Context: an optimization exercise on an open-source flow, tuned for a short achievable clock period and few clock cycles. The choices shown serve that exercise and are no tape-out recipe. Only simulation tests tie the RTL to the original design; equivalence was not proved. Power figures rest on the tool's default switching activity, not on a simulated workload.

**design/flow/design.v**
```verilog
`timescale 1ns/1ps
`timescale 1ns/1ps
`default_nettype none
module mips_alu (
  input  logic        a_add, a_sub, a_and, a_or, a_xor, a_slt, a_sltu, a_sll, a_srl, a_imv, a_link,
  input  logic        useimm,
  input  logic [31:0] a,
  input  logic [31:0] b,
  input  logic [31:0] imm,
  input  logic [4:0]  sh,
  input  logic [31:0] pc4,
  output logic [31:0] res,
  output logic [31:0] sum
);
  wire [31:0] op2  = useimm ? imm : b;
  assign sum       = a + op2;
  wire [31:0] diff = a - op2;
  wire        lts  = $signed(a) < $signed(op2);
  wire        ltu  = a < op2;
  assign res =
      ({32{a_add}}  & sum) |
      ({32{a_sub}}  & diff) |
      ({32{a_and}}  & (a & op2)) |
      ({32{a_or}}   & (a | op2)) |
      ({32{a_xor}}  & (a ^ op2)) |
      ({32{a_slt}}  & {31'b0, lts}) |
      ({32{a_sltu}} & {31'b0, ltu}) |
      ({32{a_sll}}  & (b << sh)) |
      ({32{a_srl}}  & (b >> sh)) |
      ({32{a_imv}}  & imm) |
      ({32{a_link}} & pc4);
endmodule
`default_nettype wire
`timescale 1ns/1ps
`timescale 1ns/1ps
`default_nettype none
module mips_decode (
  input  logic [31:0] ins,
  output logic        a_add, a_sub, a_and, a_or, a_xor, a_slt, a_sltu, a_sll, a_srl, a_imv, a_link,
  output logic        useimm,
  output logic        we,        
  output logic        ld,
  output logic        st,
  output logic        beq,
  output logic        bne,
  output logic        jr,
  output logic        jj,        
  output logic        use_rs,
  output logic        use_rt,
  output logic [4:0]  dest,
  output logic [31:0] imm
);
  wire [5:0] op = ins[31:26];
  wire [5:0] fn = ins[5:0];
  wire sp    = (op == 6'h00);
  wire addu  = sp && (fn == 6'h21);
  wire subu  = sp && (fn == 6'h23);
  wire andr  = sp && (fn == 6'h24);
  wire orr   = sp && (fn == 6'h25);
  wire xorr  = sp && (fn == 6'h26);
  wire sltr  = sp && (fn == 6'h2a);
  wire sltur = sp && (fn == 6'h2b);
  wire sll   = sp && (fn == 6'h00);
  wire srl   = sp && (fn == 6'h02);
  wire jrr   = sp && (fn == 6'h08);
  wire j     = (op == 6'h02);
  wire jal   = (op == 6'h03);
  wire beqi  = (op == 6'h04);
  wire bnei  = (op == 6'h05);
  wire addiu = (op == 6'h09);
  wire slti  = (op == 6'h0a);
  wire andi  = (op == 6'h0c);
  wire ori   = (op == 6'h0d);
  wire xori  = (op == 6'h0e);
  wire lui   = (op == 6'h0f);
  wire lw    = (op == 6'h23);
  wire sw    = (op == 6'h2b);
  wire rtype = addu | subu | andr | orr | xorr | sltr | sltur | sll | srl;
  wire itype = addiu | slti | andi | ori | xori | lui | lw;
  wire zext  = andi | ori | xori;
  assign dest   = rtype ? ins[15:11] : jal ? 5'd31 : ins[20:16];
  assign we     = (rtype | itype | jal) && (dest != 5'd0);
  assign imm    = lui  ? {ins[15:0], 16'h0000} :
                  zext ? {16'h0000, ins[15:0]} :
                         {{16{ins[15]}}, ins[15:0]};
  assign a_add  = addu | addiu | lw | sw;
  assign a_sub  = subu;
  assign a_and  = andr | andi;
  assign a_or   = orr | ori;
  assign a_xor  = xorr | xori;
  assign a_slt  = sltr | slti;
  assign a_sltu = sltur;
  assign a_sll  = sll;
  assign a_srl  = srl;
  assign a_imv  = lui;
  assign a_link = jal;
  assign useimm = itype | sw;
  assign ld     = lw;
  assign st     = sw;
  assign beq    = beqi;
  assign bne    = bnei;
  assign jr     = jrr;
  assign jj     = j | jal;
  assign use_rs = (rtype & ~sll & ~srl) | addiu | slti | andi | ori | xori | lw | sw |
                  beqi | bnei | jrr;
  assign use_rt = rtype | sw | beqi | bnei;
endmodule
`default_nettype wire
`timescale 1ns/1ps
`timescale 1ns/1ps
`default_nettype none
module mips_cpu_harvard #(
  parameter logic [31:0] RESET_VECTOR = 32'hbfc0_0000
) (
  input  logic        clk,
  input  logic        rst_n,
  input  logic        clk_enable,
  output logic        active,
  output logic [31:0] register_v0,
  output logic [31:0] register_v3,
  output logic [31:0] instr_address,
  input  logic [31:0] instr_readdata,
  output logic [31:0] data_address,
  output logic        data_write,
  output logic        data_read,
  output logic [31:0] data_writedata,
  input  logic [31:0] data_readdata
);
  localparam int CW = 6;           
  localparam int CN = 1 << CW;
  localparam int TW = 30 - CW;     
  wire ce = clk_enable;
  logic [31:0] fpc;
  logic        halted;
  logic [1023:0] rf;
  assign rf[31:0] = '0;
  logic [63:0]  bht_v;
  logic [127:0] bht_c;
  logic [CN-1:0]    c_v;
  logic [CN*TW-1:0] c_tag;
  logic [CN*32-1:0] c_w;
  logic        m_ld, m_st;
  logic [31:0] m_addr, m_wdata;
  logic [4:0]  m_rt;
  wire [31:0] fq  = fpc + 32'd4;
  wire [31:0] fp8 = fpc + 32'd8;
  wire [31:0] i0 = instr_readdata;
  logic        d0_add, d0_sub, d0_and, d0_or, d0_xor, d0_slt, d0_sltu, d0_sll, d0_srl, d0_imv, d0_link;
  logic        d0_useimm, d0_we, d0_ld, d0_st, d0_beq, d0_bne, d0_jr, d0_jj, d0_use_rs, d0_use_rt;
  logic [4:0]  d0_dest;
  logic [31:0] d0_imm;
  mips_decode u_dec0 (
    .ins(i0),
    .a_add(d0_add), .a_sub(d0_sub), .a_and(d0_and), .a_or(d0_or), .a_xor(d0_xor),
    .a_slt(d0_slt), .a_sltu(d0_sltu), .a_sll(d0_sll), .a_srl(d0_srl), .a_imv(d0_imv),
    .a_link(d0_link), .useimm(d0_useimm), .we(d0_we), .ld(d0_ld), .st(d0_st),
    .beq(d0_beq), .bne(d0_bne), .jr(d0_jr), .jj(d0_jj), .use_rs(d0_use_rs),
    .use_rt(d0_use_rt), .dest(d0_dest), .imm(d0_imm)
  );
  wire [CW-1:0] c_ri  = fq[CW+1:2];
  wire [31:0]   i1    = c_w[c_ri*32 +: 32];
  wire          hit1  = c_v[c_ri] && (c_tag[c_ri*TW +: TW] == fq[31:CW+2]) && (fq[1:0] == 2'b00);
  logic        d1_add, d1_sub, d1_and, d1_or, d1_xor, d1_slt, d1_sltu, d1_sll, d1_srl, d1_imv, d1_link;
  logic        d1_useimm, d1_we, d1_ld, d1_st, d1_beq, d1_bne, d1_jr, d1_jj, d1_use_rs, d1_use_rt;
  logic [4:0]  d1_dest;
  logic [31:0] d1_imm;
  mips_decode u_dec1 (
    .ins(i1),
    .a_add(d1_add), .a_sub(d1_sub), .a_and(d1_and), .a_or(d1_or), .a_xor(d1_xor),
    .a_slt(d1_slt), .a_sltu(d1_sltu), .a_sll(d1_sll), .a_srl(d1_srl), .a_imv(d1_imv),
    .a_link(d1_link), .useimm(d1_useimm), .we(d1_we), .ld(d1_ld), .st(d1_st),
    .beq(d1_beq), .bne(d1_bne), .jr(d1_jr), .jj(d1_jj), .use_rs(d1_use_rs),
    .use_rt(d1_use_rt), .dest(d1_dest), .imm(d1_imm)
  );
  wire [5:0]  f0_bidx  = fpc[7:2];
  wire        f0_br    = d0_beq | d0_bne;
  wire        f0_static = i0[15] | d0_bne | (i0[25:21] == i0[20:16]);
  wire        f0_bpred = bht_v[f0_bidx] ? bht_c[f0_bidx*2+1] : f0_static;
  wire        f0_pt    = d0_jj | d0_jr | (f0_br & f0_bpred);
  wire [31:0] f0_bt    = fq + {{14{i0[15]}}, i0[15:0], 2'b00};
  wire [31:0] f0_jt    = {fq[31:28], i0[25:0], 2'b00};
  wire [31:0] f0_ptarget = d0_jr ? rf[i0[25:21]*32 +: 32] : d0_jj ? f0_jt : f0_bt;
  wire [5:0]  f1_bidx  = fq[7:2];
  wire        f1_br    = d1_beq | d1_bne;
  wire        f1_static = i1[15] | d1_bne | (i1[25:21] == i1[20:16]);
  wire        f1_bpred = bht_v[f1_bidx] ? bht_c[f1_bidx*2+1] : f1_static;
  wire        f1_pt    = d1_jj | d1_jr | (f1_br & f1_bpred);
  wire [31:0] f1_bt    = fp8 + {{14{i1[15]}}, i1[15:0], 2'b00};
  wire [31:0] f1_jt    = {fp8[31:28], i1[25:0], 2'b00};
  wire [31:0] f1_ptarget = d1_jr ? rf[i1[25:21]*32 +: 32] : d1_jj ? f1_jt : f1_bt;
  wire raw01 = d0_we && ((d1_use_rs && (i1[25:21] == d0_dest)) ||
                         (d1_use_rt && (i1[20:16] == d0_dest)));
  wire waw01 = d0_ld && d1_we && (d1_dest == d0_dest);
  wire pair  = hit1 && !f0_pt && !((d0_ld | d0_st) && (d1_ld | d1_st)) && !raw01 && !waw01;
  wire [31:0] f_next = pair ? (f1_pt ? f1_ptarget : fp8) : (f0_pt ? f0_ptarget : fq);
  logic        x0v, x1v;
  logic [31:0] x0pc4, x1pc4;
  logic        x0pt, x1pt;
  logic [31:0] x0ptarget, x1ptarget;
  logic [31:0] x0bt, x1bt;
  logic        x0z_pc4, x0z_bt, x0z_jt, x1z_pc4, x1z_bt, x1z_jt;
  logic [4:0]  x0rs, x0rt, x0dest, x0sh, x1rs, x1rt, x1dest, x1sh;
  logic [31:0] x0imm, x1imm;
  logic        x0_add, x0_sub, x0_and, x0_or, x0_xor, x0_slt, x0_sltu, x0_sll, x0_srl, x0_imv, x0_link;
  logic        x0_useimm, x0_we, x0_ld, x0_st, x0_beq, x0_bne, x0_jr, x0_jj, x0_use_rs, x0_use_rt;
  logic        x1_add, x1_sub, x1_and, x1_or, x1_xor, x1_slt, x1_sltu, x1_sll, x1_srl, x1_imv, x1_link;
  logic        x1_useimm, x1_we, x1_ld, x1_st, x1_beq, x1_bne, x1_jr, x1_jj, x1_use_rs, x1_use_rt;
  logic [5:0]  x0bidx, x1bidx;
  wire [31:0] x0a = rf[x0rs*32 +: 32];
  wire [31:0] x0b = rf[x0rt*32 +: 32];
  wire [31:0] x1a = rf[x1rs*32 +: 32];
  wire [31:0] x1b = rf[x1rt*32 +: 32];
  logic [31:0] x0res, x0sum, x1res, x1sum;
  mips_alu u_alu0 (
    .a_add(x0_add), .a_sub(x0_sub), .a_and(x0_and), .a_or(x0_or), .a_xor(x0_xor),
    .a_slt(x0_slt), .a_sltu(x0_sltu), .a_sll(x0_sll), .a_srl(x0_srl), .a_imv(x0_imv),
    .a_link(x0_link), .useimm(x0_useimm), .a(x0a), .b(x0b), .imm(x0imm), .sh(x0sh),
    .pc4(x0pc4), .res(x0res), .sum(x0sum)
  );
  mips_alu u_alu1 (
    .a_add(x1_add), .a_sub(x1_sub), .a_and(x1_and), .a_or(x1_or), .a_xor(x1_xor),
    .a_slt(x1_slt), .a_sltu(x1_sltu), .a_sll(x1_sll), .a_srl(x1_srl), .a_imv(x1_imv),
    .a_link(x1_link), .useimm(x1_useimm), .a(x1a), .b(x1b), .imm(x1imm), .sh(x1sh),
    .pc4(x1pc4), .res(x1res), .sum(x1sum)
  );
  wire x0eq = (x0a == x0b);
  wire x1eq = (x1a == x1b);
  wire x0br = x0_beq | x0_bne;
  wire x1br = x1_beq | x1_bne;
  wire x0tk = (x0_beq & x0eq) | (x0_bne & ~x0eq);
  wire x1tk = (x1_beq & x1eq) | (x1_bne & ~x1eq);
  wire x0mis = (x0br && (x0tk != x0pt)) || (x0_jr && (x0a != x0ptarget));
  wire x1mis = (x1br && (x1tk != x1pt)) || (x1_jr && (x1a != x1ptarget));
  wire [31:0] x0redir = x0_jr ? x0a : x0tk ? x0bt : x0pc4;
  wire [31:0] x1redir = x1_jr ? x1a : x1tk ? x1bt : x1pc4;
  wire x0nz = x0_jr ? (x0a == 32'd0) : (x0br && x0tk) ? x0z_bt : x0_jj ? x0z_jt : x0z_pc4;
  wire x1nz = x1_jr ? (x1a == 32'd0) : (x1br && x1tk) ? x1z_bt : x1_jj ? x1z_jt : x1z_pc4;
  wire m_ldw = m_ld && (m_rt != 5'd0);
  wire stall = m_ldw && (
      (x0v && ((x0_use_rs && (m_rt == x0rs)) || (x0_use_rt && (m_rt == x0rt)))) ||
      (x1v && ((x1_use_rs && (m_rt == x1rs)) || (x1_use_rt && (m_rt == x1rt)))));
  wire x0go = x0v && !stall && !halted;
  wire x0kill = x0go && (x0mis || x0nz);       
  wire x1go = x1v && !stall && !halted && !x0kill;
  wire halt_now = (x0go && x0nz) || (x1go && x1nz);
  wire redirect = (x0go && x0mis) || (x1go && x1mis);
  wire [31:0] redir_pc = (x0go && x0mis) ? x0redir : x1redir;
  always_ff @(posedge clk or negedge rst_n) begin
    if (!rst_n) begin
      fpc    <= RESET_VECTOR;
      halted <= 1'b0;
      active <= 1'b1;
      x0v    <= 1'b0;
      x1v    <= 1'b0;
    end else if (ce && !halted) begin
      if (halt_now) begin
        halted <= 1'b1;
        active <= 1'b0;
        x0v    <= 1'b0;
        x1v    <= 1'b0;
        fpc    <= 32'd0;
      end else if (redirect) begin
        fpc <= redir_pc;
        x0v <= 1'b0;
        x1v <= 1'b0;
      end else if (!stall) begin
        fpc <= f_next;
        x0v <= 1'b1;
        x1v <= pair;
      end
    end
  end
  always_ff @(posedge clk) begin
    if (ce && !halted && !stall) begin
      x0pc4 <= fq;             x1pc4 <= fp8;
      x0pt  <= f0_pt;          x1pt  <= f1_pt;
      x0ptarget <= f0_ptarget; x1ptarget <= f1_ptarget;
      x0bt  <= f0_bt;          x1bt  <= f1_bt;
      x0z_pc4 <= (fq == 32'd0);    x1z_pc4 <= (fp8 == 32'd0);
      x0z_bt  <= (f0_bt == 32'd0); x1z_bt  <= (f1_bt == 32'd0);
      x0z_jt  <= (f0_jt == 32'd0); x1z_jt  <= (f1_jt == 32'd0);
      x0rs <= i0[25:21]; x0rt <= i0[20:16]; x0dest <= d0_dest; x0sh <= i0[10:6]; x0imm <= d0_imm;
      x1rs <= i1[25:21]; x1rt <= i1[20:16]; x1dest <= d1_dest; x1sh <= i1[10:6]; x1imm <= d1_imm;
      x0_add <= d0_add; x0_sub <= d0_sub; x0_and <= d0_and; x0_or <= d0_or; x0_xor <= d0_xor;
      x0_slt <= d0_slt; x0_sltu <= d0_sltu; x0_sll <= d0_sll; x0_srl <= d0_srl; x0_imv <= d0_imv;
      x0_link <= d0_link; x0_useimm <= d0_useimm; x0_we <= d0_we; x0_ld <= d0_ld; x0_st <= d0_st;
      x0_beq <= d0_beq; x0_bne <= d0_bne; x0_jr <= d0_jr; x0_jj <= d0_jj;
      x0_use_rs <= d0_use_rs; x0_use_rt <= d0_use_rt;
      x1_add <= d1_add; x1_sub <= d1_sub; x1_and <= d1_and; x1_or <= d1_or; x1_xor <= d1_xor;
      x1_slt <= d1_slt; x1_sltu <= d1_sltu; x1_sll <= d1_sll; x1_srl <= d1_srl; x1_imv <= d1_imv;
      x1_link <= d1_link; x1_useimm <= d1_useimm; x1_we <= d1_we; x1_ld <= d1_ld; x1_st <= d1_st;
      x1_beq <= d1_beq; x1_bne <= d1_bne; x1_jr <= d1_jr; x1_jj <= d1_jj;
      x1_use_rs <= d1_use_rs; x1_use_rt <= d1_use_rt;
      x0bidx <= f0_bidx; x1bidx <= f1_bidx;
    end
  end
  wire x0mem = x0go && (x0_ld || x0_st);
  always_ff @(posedge clk or negedge rst_n) begin
    if (!rst_n) begin
      m_ld <= 1'b0;
      m_st <= 1'b0;
    end else if (ce) begin
      m_ld <= (x0go && x0_ld) || (x1go && x1_ld);
      m_st <= (x0go && x0_st) || (x1go && x1_st);
    end
  end
  always_ff @(posedge clk) begin
    if (ce) begin
      m_addr  <= x0mem ? x0sum : x1sum;
      m_wdata <= x0mem ? x0b : x1b;
      m_rt    <= x0mem ? x0dest : x1dest;
    end
  end
  assign data_read      = m_ld && ce;
  assign data_write     = m_st && ce;
  assign data_address   = m_addr;
  assign data_writedata = m_wdata;
  assign instr_address  = fpc;
  wire x0w = x0go && x0_we && !x0_ld;
  wire x1w = x1go && x1_we && !x1_ld;
  genvar g;
  for (g = 1; g < 32; g++) begin : gr
    logic [31:0] q;
    always_ff @(posedge clk or negedge rst_n) begin
      if (!rst_n) begin
        q <= '0;
      end else if (ce) begin
        if (x1w && (x1dest == g)) q <= x1res;
        else if (x0w && (x0dest == g)) q <= x0res;
        else if (m_ld && (m_rt == g)) q <= data_readdata;
      end
    end
    assign rf[g*32 +: 32] = q;
  end
  assign register_v0 = rf[2*32 +: 32];
  assign register_v3 = rf[3*32 +: 32];
  always_ff @(posedge clk or negedge rst_n) begin
    if (!rst_n) begin
      c_v <= '0;
    end else if (ce && !halted && (fpc[1:0] == 2'b00)) begin
      c_v[fpc[CW+1:2]] <= 1'b1;
    end
  end
  always_ff @(posedge clk) begin
    if (ce && !halted && (fpc[1:0] == 2'b00)) begin
      c_tag[fpc[CW+1:2]*TW +: TW] <= fpc[31:CW+2];
      c_w[fpc[CW+1:2]*32 +: 32]   <= instr_readdata;
    end
  end
  wire bu0 = x0go && x0br;
  wire bu1 = x1go && x1br;
  for (g = 0; g < 64; g++) begin : gb
    always_ff @(posedge clk or negedge rst_n) begin
      if (!rst_n) begin
        bht_v[g] <= 1'b0;
        bht_c[g*2 +: 2] <= 2'b00;
      end else if (ce && ((bu0 && x0bidx == g) || (bu1 && x1bidx == g))) begin
        bht_v[g] <= 1'b1;
        if (!bht_v[g])
          bht_c[g*2 +: 2] <= ((bu0 && x0bidx == g) ? x0tk : x1tk) ? 2'b11 : 2'b00;
        else if ((bu0 && x0bidx == g) ? x0tk : x1tk)
          bht_c[g*2 +: 2] <= (bht_c[g*2 +: 2] == 2'b11) ? 2'b11 : bht_c[g*2 +: 2] + 2'b01;
        else
          bht_c[g*2 +: 2] <= (bht_c[g*2 +: 2] == 2'b00) ? 2'b00 : bht_c[g*2 +: 2] - 2'b01;
      end
    end
  end
endmodule
`default_nettype wire
```
**design/flow/run.sh**
```bash
#!/bin/bash
# synth_recipe.tcl (not shown) runs the flow's synth.tcl, then flattens the netlist and writes it again
# the make line also repeats each setting of config.mk as NAME=value (left out here)
make -C /OpenROAD-flow-scripts/flow DESIGN_CONFIG=/design/flow/config.mk WORK_HOME=/design/flow/orfs CLKGATE_MAP_FILE= SYNTH_SCRIPT=/design/flow/synth_recipe.tcl finish
```
**design/flow/config.mk**
```make
export PLATFORM = sky130hd
export DESIGN_NAME = mips_cpu_harvard
export DESIGN_NICKNAME = mips_cpu_harvard
export VERILOG_FILES = /design/flow/design.v
export SDC_FILE = /design/flow/constraint.sdc
export NUM_CORES = 8
export LEC_CHECK = 0
export ABC_CLOCK_PERIOD_IN_PS = 4000
export CAP_MARGIN = 20
export CORE_MARGIN = 2
export CORE_UTILIZATION = 40
export PLACE_DENSITY = 0.55
export SETUP_SLACK_MARGIN = 5.0
export SLEW_MARGIN = 20
```
**design/flow/constraint.sdc**
```tcl
create_clock -name core_clock -period 10.5 [get_ports {clk}]
set_input_delay 2.1000 -clock core_clock [delete_from_list [all_inputs] [get_ports {clk}]]
set_output_delay 2.1000 -clock core_clock [all_outputs]
set_load 0.01 [all_outputs]
```
==> qor.yml, run 1 <==
status: "aborted with a tool error"
lastStage: "global routing"
error_line: "[ERROR GRT-0232] Routing congestion too high. Check the congestion heatmap in the GUI."
syn-cell-area_um2: 350000
die_y_um: 939
ys_seq_area_frac: 0.435
ys_ff_latch: 5284
die_w_um: 939
grt_max_degree: 197
yosysUniqueCellTypes: 117
yosysWarnings: 1
grtUsageTotal: 0.534
dp_hpwl_um: 1410000
cts_root_buf: "clkbuf_16"
htreeDepth: 6
rows: 343
cts.sinks: 5284
grt_overflow: 1
ios: 230
synth_edf_count: 3998
start_util: 0.401
gp_congestion: 1.10
async_flop_share: 0.243
syn_area_per_cell_um2: 11.0
synth_nets: 32100
numPortBuffers: 229
cts_buffers: 632
clk_path_buf_depth: 4
place_inst: 42000
synthCells: 31800
synth_flop_cell: "edfxtp_1"
cts_hold_buf: 0
[worst max-delay path by stage]
stage | end | slack, ns | cells past startpoint
2_1_floorplan | c_v[10]$_DFFE_PN0P_ | -106.27 | 7
3_3_place_gp | x1z_bt$_DFFE_PP_ | 0.87 | 24
3_5_place_dp | gr[22].q[30]$_DFFE_PN0P_ | 1.22 | 27
4_1_cts | gr[22].q[30]$_DFFE_PN0P_ | 3.76 | 31
[power groups by stage]
stage / logic, mW / registers [mW] / clock network (mW)
floorplan: 52.3 / 32.9 / 0
global placement: 111 / 35.0 / 0
detailed placement: 111 / 35.1 / 0
CTS: 137 / 34.7 / 23.1
[Yosys cell counts, drive strengths merged (514+ instances only)]
| library cell | instances | area, um2 |
|---|---|---|
| mux2 | 2549 | 28700 |
| buf | 752 | 4620 |
| dfrtp | 1276 | 31900 |
| mux2i | 1353 | 13500 |
| nor3 | 514 | 2770 |
| nor2 | 1819 | 6880 |
| a22o | 525 | 4600 |
| mux4 | 2157 | 48700 |
| clkbuf | 2242 | 8430 |
| o21ai | 2861 | 14300 |
| nand2 | 4780 | 17900 |
| a21oi | 1879 | 9400 |
| edfxtp | 3998 | 120000 |
[timing repair]
action,CTS
pin swaps,1091
gates resized for setup,4906
endpoints found under the setup margin,4910
cloned,455
setup buffers,1286
[stage by stage]
stage	hold slack, ns	cell area, um2	worst slack (ns)
after detailed placement	0.446	369000	1.22
after global placement	0.443	369000	0.866
after floorplan	0.423	350000	-106.27
after CTS	0.460	434000	3.76
[cell families after synthesis]
kind of cell             share of synthesized area
AO/OA/AOI/OAI                                0.140
adder cells (fa/ha/maj)                    0.00995
multiplexers                                 0.260
AND/OR/NAND/NOR                              0.103
flip-flops                                   0.435
buffers and inverters                       0.0424
XOR/XNOR                                   0.00980
[metal layers]
layer / overflow / global-route usage
met4: 0 / 0.521
met3: 0 / 0.328
met5: 0 / 0.159
met1: 1 / 0.568
met2: 0 / 0.697
Testbench counts, summed over its fixed seeds: cycles 15,160.
==> run 2: changes to the inputs <==
--- a/design/flow/design.v
+++ b/design/flow/design.v
@@ -180,5 +180,6 @@
   wire [31:0] f0_bt    = fq + {{14{i0[15]}}, i0[15:0], 2'b00};
   wire [31:0] f0_jt    = {fq[31:28], i0[25:0], 2'b00};
-  wire [31:0] f0_ptarget = d0_jr ? rf[i0[25:21]*32 +: 32] : d0_jj ? f0_jt : f0_bt;
+  wire [31:0] f0_jrt   = (i0[25:21] == 5'd0) ? 32'd0 : rf[31*32 +: 32];
+  wire [31:0] f0_ptarget = d0_jr ? f0_jrt : d0_jj ? f0_jt : f0_bt;
   wire [5:0]  f1_bidx  = fq[7:2];
   wire        f1_br    = d1_beq | d1_bne;
@@ -188,7 +189,11 @@
   wire [31:0] f1_bt    = fp8 + {{14{i1[15]}}, i1[15:0], 2'b00};
   wire [31:0] f1_jt    = {fp8[31:28], i1[25:0], 2'b00};
-  wire [31:0] f1_ptarget = d1_jr ? rf[i1[25:21]*32 +: 32] : d1_jj ? f1_jt : f1_bt;
-  wire raw01 = d0_we && ((d1_use_rs && (i1[25:21] == d0_dest)) ||
-                         (d1_use_rt && (i1[20:16] == d0_dest)));
+  wire [31:0] f1_jrt   = (i1[25:21] == 5'd0) ? 32'd0 : rf[31*32 +: 32];
+  wire [31:0] f1_ptarget = d1_jr ? f1_jrt : d1_jj ? f1_jt : f1_bt;
+  wire d0_addop = d0_add & ~d0_ld & ~d0_st;
+  wire d1_br    = d1_beq | d1_bne;
+  wire fu_rs    = d1_use_rs && (i1[25:21] == d0_dest);
+  wire fu_rt    = d1_use_rt && (i1[20:16] == d0_dest);
+  wire raw01 = d0_we && (fu_rs || fu_rt) && !(d0_addop && d1_br);
   wire waw01 = d0_ld && d1_we && (d1_dest == d0_dest);
   wire pair  = hit1 && !f0_pt && !((d0_ld | d0_st) && (d1_ld | d1_st)) && !raw01 && !waw01;
@@ -207,4 +212,5 @@
   logic        x1_useimm, x1_we, x1_ld, x1_st, x1_beq, x1_bne, x1_jr, x1_jj, x1_use_rs, x1_use_rt;
   logic [5:0]  x0bidx, x1bidx;
+  logic        x1fa, x1fb;       
   wire [31:0] x0a = rf[x0rs*32 +: 32];
   wire [31:0] x0b = rf[x0rt*32 +: 32];
@@ -225,5 +231,9 @@
   );
   wire x0eq = (x0a == x0b);
-  wire x1eq = (x1a == x1b);
+  wire [31:0] x0k    = x0_useimm ? x0imm : x0b;
+  wire [31:0] x1c    = x1fa ? x1b : x1a;
+  wire [31:0] fz_cy  = (x0a & x0k) | ((x0a | x0k) & ~x1c);
+  wire        fz_eq  = ((x0a ^ x0k ^ x1c) == {fz_cy[30:0], 1'b0});
+  wire x1eq = (x1fa && x1fb) ? 1'b1 : (x1fa || x1fb) ? fz_eq : (x1a == x1b);
   wire x0br = x0_beq | x0_bne;
   wire x1br = x1_beq | x1_bne;
@@ -293,4 +303,6 @@
       x1_use_rs <= d1_use_rs; x1_use_rt <= d1_use_rt;
       x0bidx <= f0_bidx; x1bidx <= f1_bidx;
+      x1fa <= d0_we && fu_rs;
+      x1fb <= d0_we && fu_rt;
     end
   end
==> qor.yml, run 2 <==
status: "aborted with a tool error"
lastStage: "global routing"
error_line: "[ERROR GRT-0232] Routing congestion too high. Check the congestion heatmap in the GUI."
grt_overflow: 1
htreeDepth: 6
cts.sinks: 5286
cts_hold_buf: 0
synth_nets: 29800
die_w_um: 917
synth_top_area_frac: 0.360
gp_congestion: 1.04
cts_buffers: 630
die_y_um: 917
grt_max_degree: 185
numPortBuffers: 229
synthCells: 29400
dp_hpwl_um: 1230000
cts_root_buf: "clkbuf_16"
async_flop_share: 0.243
ios: 230
synth_top_area_cell: "edfxtp_1"
yosysWarnings: 1
syn-cell-area_um2: 334000
syn_area_per_cell_um2: 11.3
rows: 335
synth_common_cells: "edfxtp_1 (4000), nand2_1 (3864), o21ai_0 (2827)"
ys_ff_latch: 5286
grtUsageTotal: 0.532
yosysUniqueCellTypes: 118
synth_flop_cell: "edfxtp_1"
synth_edf_count: 4000
clk_path_buf_depth: 4
synth.most_common_cell: "edfxtp_1"
synth_area_leaders: "edfxtp_1 (36%), mux4_2 (11%), dfrtp_1 (9.6%), mux2_2 (9.5%), nand2_1 (4.3%)"
start_util: 0.401
ys_seq_area_frac: 0.457
[run 2: changes by cell type after synthesis, moves of 207 or more]
cell      change
nand2_1     -916
a21oi_1     -857
mux4_2      -443
clkbuf_1    -370
o211ai_1    +276
mux2_2      +261
buf_2       +238
nor3_1      -207
[run 2: routing by layer]
| metal | GRT usage | GRT overflow |
|---|---|---|
| met5 | 0.180 | 0 |
| met4 | 0.457 | 0 |
| met3 | 0.356 | 0 |
| met2 | 0.680 | 1 |
| met1 | 0.582 | 0 |
[run 2: through the flow]
stage	std cells	setup WS (ns)	cell area [um2]	util	hold WS (ns)
after floorplan	29400	-77.83	334000	-	0.423
after global placement	39200	0.950	352000	0.424	0.436
after detailed placement	39300	0.978	353000	0.424	0.448
after CTS	42100	3.21	412000	0.496	0.462
[run 2: repair_timing]
action	CTS
setup endpoints to repair	3280
cloned	426
buffers inserted	1300
pin swaps	931
resized for setup	4389
[run 2: kinds of logic after synthesis]
family	Yosys count	share of synthesized area
compound gates	7271	0.139
fa+ha+maj	304	0.0123
xor+xnor	413	0.0109
simple gates	7150	0.0920
flops	5286	0.457
buf+inv	3225	0.0417
mux	5768	0.248
[run 2: power by group through the flow]
| stage | combinational, mW | clock, mW | sequential [mW] |
|---|---|---|---|
| global placement | 77.7 | 0 | 33.7 |
| CTS | 91.4 | 22.5 | 33.4 |
| floorplan | 37.4 | 0 | 32.5 |
| detailed placement | 77.9 | 0 | 33.8 |
[run 2: how the worst max path moves through the flow]
| stage | startpoint | end | depth (start not counted) |
|---|---|---|---|
| after floorplan | clk_enable | c_v[17]$_DFFE_PN0P_ | 6 |
| after detailed placement | fpc[2]$_DFFE_PN0P_ | x1z_bt$_DFFE_PP_ | 22 |
| after global placement | x1rs[1]$_DFFE_PP_ | fpc[2]$_DFFE_PN0P_ | 21 |
| after CTS | fpc[3]$_DFFE_PN0P_ | x1z_bt$_DFFE_PP_ | 29 |
Testbench counts of run 2, summed over its fixed seeds: cycles 14,516.
